Background: an optimization exercise with open tools, aiming at small area. Do not read the settings as production practice. Only simulation tests tie the RTL to the original design; equivalence was not proved. Power figures rest on the tool's default switching activity, not on a simulated workload. No driver is modelled on the clock port, so clocking that relies on it looks cheaper here than on a real chip.

Setup of v6:
Design cpuTop, start of the top module:
module cpuTop (
    input  logic        clk,
    input  logic        rst,
    output logic        memReq,
    output logic        memWe,
    output logic [31:0] memAddr,
    output logic [31:0] memWdata,
    input  logic        memAck,
    input  logic [31:0] memRdata,
    output logic        halted
);
For scale: roughly 1500 cells after synthesis, ~1100 flip-flops, about 100 I/O pins.
export LEC_CHECK = 0
export ABC_AREA = 1
export CAP_MARGIN = 20
export CORE_MARGIN = 2
export CORE_UTILIZATION = 60
export PLACE_DENSITY = 0.75
export SLEW_MARGIN = 20
create_clock -name core_clock -period 8.0 [get_ports {clk}]
standard.sh (not shown) runs the stock make flow with config.mk's settings and CLKGATE_MAP_FILE= SYNTH_SCRIPT=/design/flow/synth_recipe.tcl, a recipe that flattens the netlist after the stock synthesis.
==> flow/flow/run.sh <==
#!/bin/bash
# The standard layout (standard.sh) with these changes:
#  - synthesis maps the logic with an area-oriented ABC script
#    (flow/synth_area.tcl wraps synth_recipe.tcl; registers are untouched);
#  - ports are buffered with buf_1 instead of the default buffer cell;
#  - clock tree synthesis with small leaf buffers and no dummy loads.
# The whole make output goes to standard.log in this folder; ORFS's own
# per-step logs stay under orfs/logs/.
set -o pipefail
export FLOW_FLOW_DIR=$PWD
export BUFFER_PORTS_ARGS="-buffer_cell sky130_fd_sc_hd__buf_1"
export CTS_ARGS="-sink_clustering_enable -repair_clock_nets -dont_use_dummy_load -buf_list sky130_fd_sc_hd__clkbuf_4 -sink_clustering_size 12 -sink_clustering_max_diameter 40"
sed "s#SYNTH_SCRIPT=[^ ]*#SYNTH_SCRIPT=$PWD/flow/synth_area.tcl#" standard.sh > standard_area.sh
bash standard_area.sh > standard.log 2>&1
==> flow/flow/abc_area.script <==
strash
balance
rewrite
refactor
balance
rewrite
rewrite -z
balance
refactor -z
rewrite -z
balance
dch -f
amap -m
==> flow/flow/synth_area.tcl <==
# The standard flow's synthesis script (synth_recipe.tcl, which runs ORFS's synth.tcl)
# with one change: the combinational mapping step uses an area-oriented
# ABC script (flow/abc_area.script) instead of ORFS's delay-driven one.
# Flip-flop mapping, flattening and renaming are the standard flow's own.
proc abc {args} {
  set out {}
  set skip 0
  foreach a $args {
    if {$skip} { set skip 0; continue }
    if {$a eq "-script" || $a eq "-D" || $a eq "-constr"} { set skip 1; continue }
    lappend out $a
  }
  yosys abc -script $::env(FLOW_FLOW_DIR)/flow/abc_area.script {*}$out
}
source $::env(FLOW_FLOW_DIR)/synth_recipe.tcl
Every stage of the flow completed for v6, and the final layout passed the timing, design-rule and antenna checks.
Edits applied to the flow inputs when going from v6 to v7:
==> flow/flow/run.sh <==
#!/bin/bash
# The standard layout (standard.sh), with two changes:
#  - ports are buffered with buf_1 instead of the default buffer cell;
#  - clock tree synthesis without dummy loads.
# Each tool's output goes to standard.log in this folder; ORFS's own per-step
# logs stay under orfs/logs/.
set -o pipefail
export BUFFER_PORTS_ARGS="-buffer_cell sky130_fd_sc_hd__buf_1"
export CTS_ARGS="-sink_clustering_enable -repair_clock_nets -dont_use_dummy_load -buf_list sky130_fd_sc_hd__clkbuf_4 -sink_clustering_size 12 -sink_clustering_max_diameter 40"
bash standard.sh > standard.log 2>&1
removed: flow/flow/abc_area.script
removed: flow/flow/synth_area.tcl
v7 completed end to end with timing, DRC and antenna clean.
From v6 to v7 the numbers moved as follows: power now sits lower, effective utilization at floorplan level, clock buffer and inverter area fraction after layout held.
Path depth of the worst reg2reg path (higher): v6
Compared with v6, in v7 final setup skew went up 5.2 ps; cell count picked up an extra 149; largest net degree at the start of global routing ~0 delta.
v7 vs. v6: leakage power summed over all cells higher; count of multi-input gates higher; number of global-route vias before repair higher.

---

Setup of try-yarrow:
Another version of the RTL of cpuTop (not shown whole).
Size in the first run: roughly 1700 cells after synthesis, about 1100 flip-flops, ~0.026 sq mm of cells after synthesis.
Settings: LEC_CHECK=0, ABC_AREA=1, CAP_MARGIN=20, CORE_MARGIN=2, CORE_UTILIZATION=60, PLACE_DENSITY=0.75, SLEW_MARGIN=20; clock period 8.0 ns.
==> flow/flow/run.sh <==
#!/bin/bash
# The standard layout (standard.sh), with two changes:
#  - ports are buffered with buf_1 instead of the default buffer cell;
#  - clock tree synthesis without dummy loads.
# Each tool's output goes to standard.log in this folder; ORFS's own per-step
# logs stay under orfs/logs/.
set -o pipefail
export BUFFER_PORTS_ARGS="-buffer_cell sky130_fd_sc_hd__buf_1"
export CTS_ARGS="-sink_clustering_enable -repair_clock_nets -dont_use_dummy_load -buf_list sky130_fd_sc_hd__clkbuf_16 -sink_clustering_size 35 -sink_clustering_max_diameter 80"
bash standard.sh > standard.log 2>&1
Relative to try-yarrow, the following input files were edited for try-violet:
- CTS_BUF_LIST: unset -> sky130_fd_sc_hd__clkbuf_16
- ABC_AREA: 1 -> unset
- PLACE_DENSITY: 0.75 -> unset
- CTS_CLUSTER_DIAMETER: unset -> 50
- CORE_UTILIZATION: 60 -> 40
- CTS_CLUSTER_SIZE: unset -> 40
==> flow/run.sh (new file) <==
#!/bin/bash
# synth_recipe.tcl (not shown) runs the flow's synth.tcl, then flattens the netlist and writes it again
# the make line also repeats each setting of config.mk as NAME=value (left out here)
make -C /OpenROAD-flow-scripts/flow DESIGN_CONFIG=/design/flow/config.mk WORK_HOME=/design/flow/orfs CLKGATE_MAP_FILE= SYNTH_SCRIPT=/design/flow/synth_recipe.tcl finish
removed: flow/flow/run.sh
removed: flow/standard.sh
## What came out
try-violet ran to completion and came out clean on the timing, design-rule and antenna checks. Compared with try-yarrow, try-violet shows a global-route usage that is 6.5 points lower. try-violet vs try-yarrow: instance area after placement up. try-violet: clock buffer instance count of the final layout 87% above try-yarrow. A capturing instance or port of the critical path of regs.ring[4].q[31] is what try-yarrow shows, while regs.ring[18].q[31] belongs to try-violet. In try-violet, post-synthesis mux area share is higher than in try-yarrow.
What try-umber does differently from try-violet at the input level:
- removing CTS_CLUSTER_SIZE (formerly 40)
- removing CTS_BUF_LIST (formerly sky130_fd_sc_hd__clkbuf_16)
- removing CTS_CLUSTER_DIAMETER (formerly 50)
## What came out
Time the worst path needs with I/O delays and setup in try-umber is 0.061 ns below try-violet.
In try-umber, the count of inserted antenna diode cells came out 2 above the value in try-violet.
try-umber has more setup slack than try-violet.
Relative to try-violet, critical path required time has increased by 0.02 ns in try-umber.

port drivers added, routing unchanged:
The flow's constraints put no driver on any port. The routed layouts listed below were extracted and timed again, unchanged, in two steps.
Step 1: set_driving_cell puts a clkbuf_16 on clk and a buf_2 on each other input, an assumption about the parent block.
Step 2 times the ports against the registers' clock, not the clock port: input delays grow and output delays shrink by t, the midpoint of the rising clock arrivals with the driver on.
a / b / c = ideal ports / drivers / drivers and shift; a / b = the first two.
| run | t, ns | setup slack, ns | worst setup path at the end | worst slew at a driven data input, ns |
|---|---|---|---|---|
| v6 | 0.835 | 1.822 / 1.786 / 0.951 | input to register | 0.09 |
| v7 | 0.865 | 3.069 / 3.074 / 2.210 | input to register | 0.10 |
| try-yarrow | 0.621 | 2.942 / 2.923 / 2.302 | input to register | 0.07 |
| try-violet | 0.669 | 1.349 / 1.378 / 0.709 | input to register | 0.09 |
| try-umber | 0.675 | 1.410 / 1.439 / 0.764 | input to register | 0.09 |
After both steps setup and hold are still met in every run listed. The setup slack of v6, which loses most, moves by -0.036 ns with the drivers and by -0.871 ns with both steps.
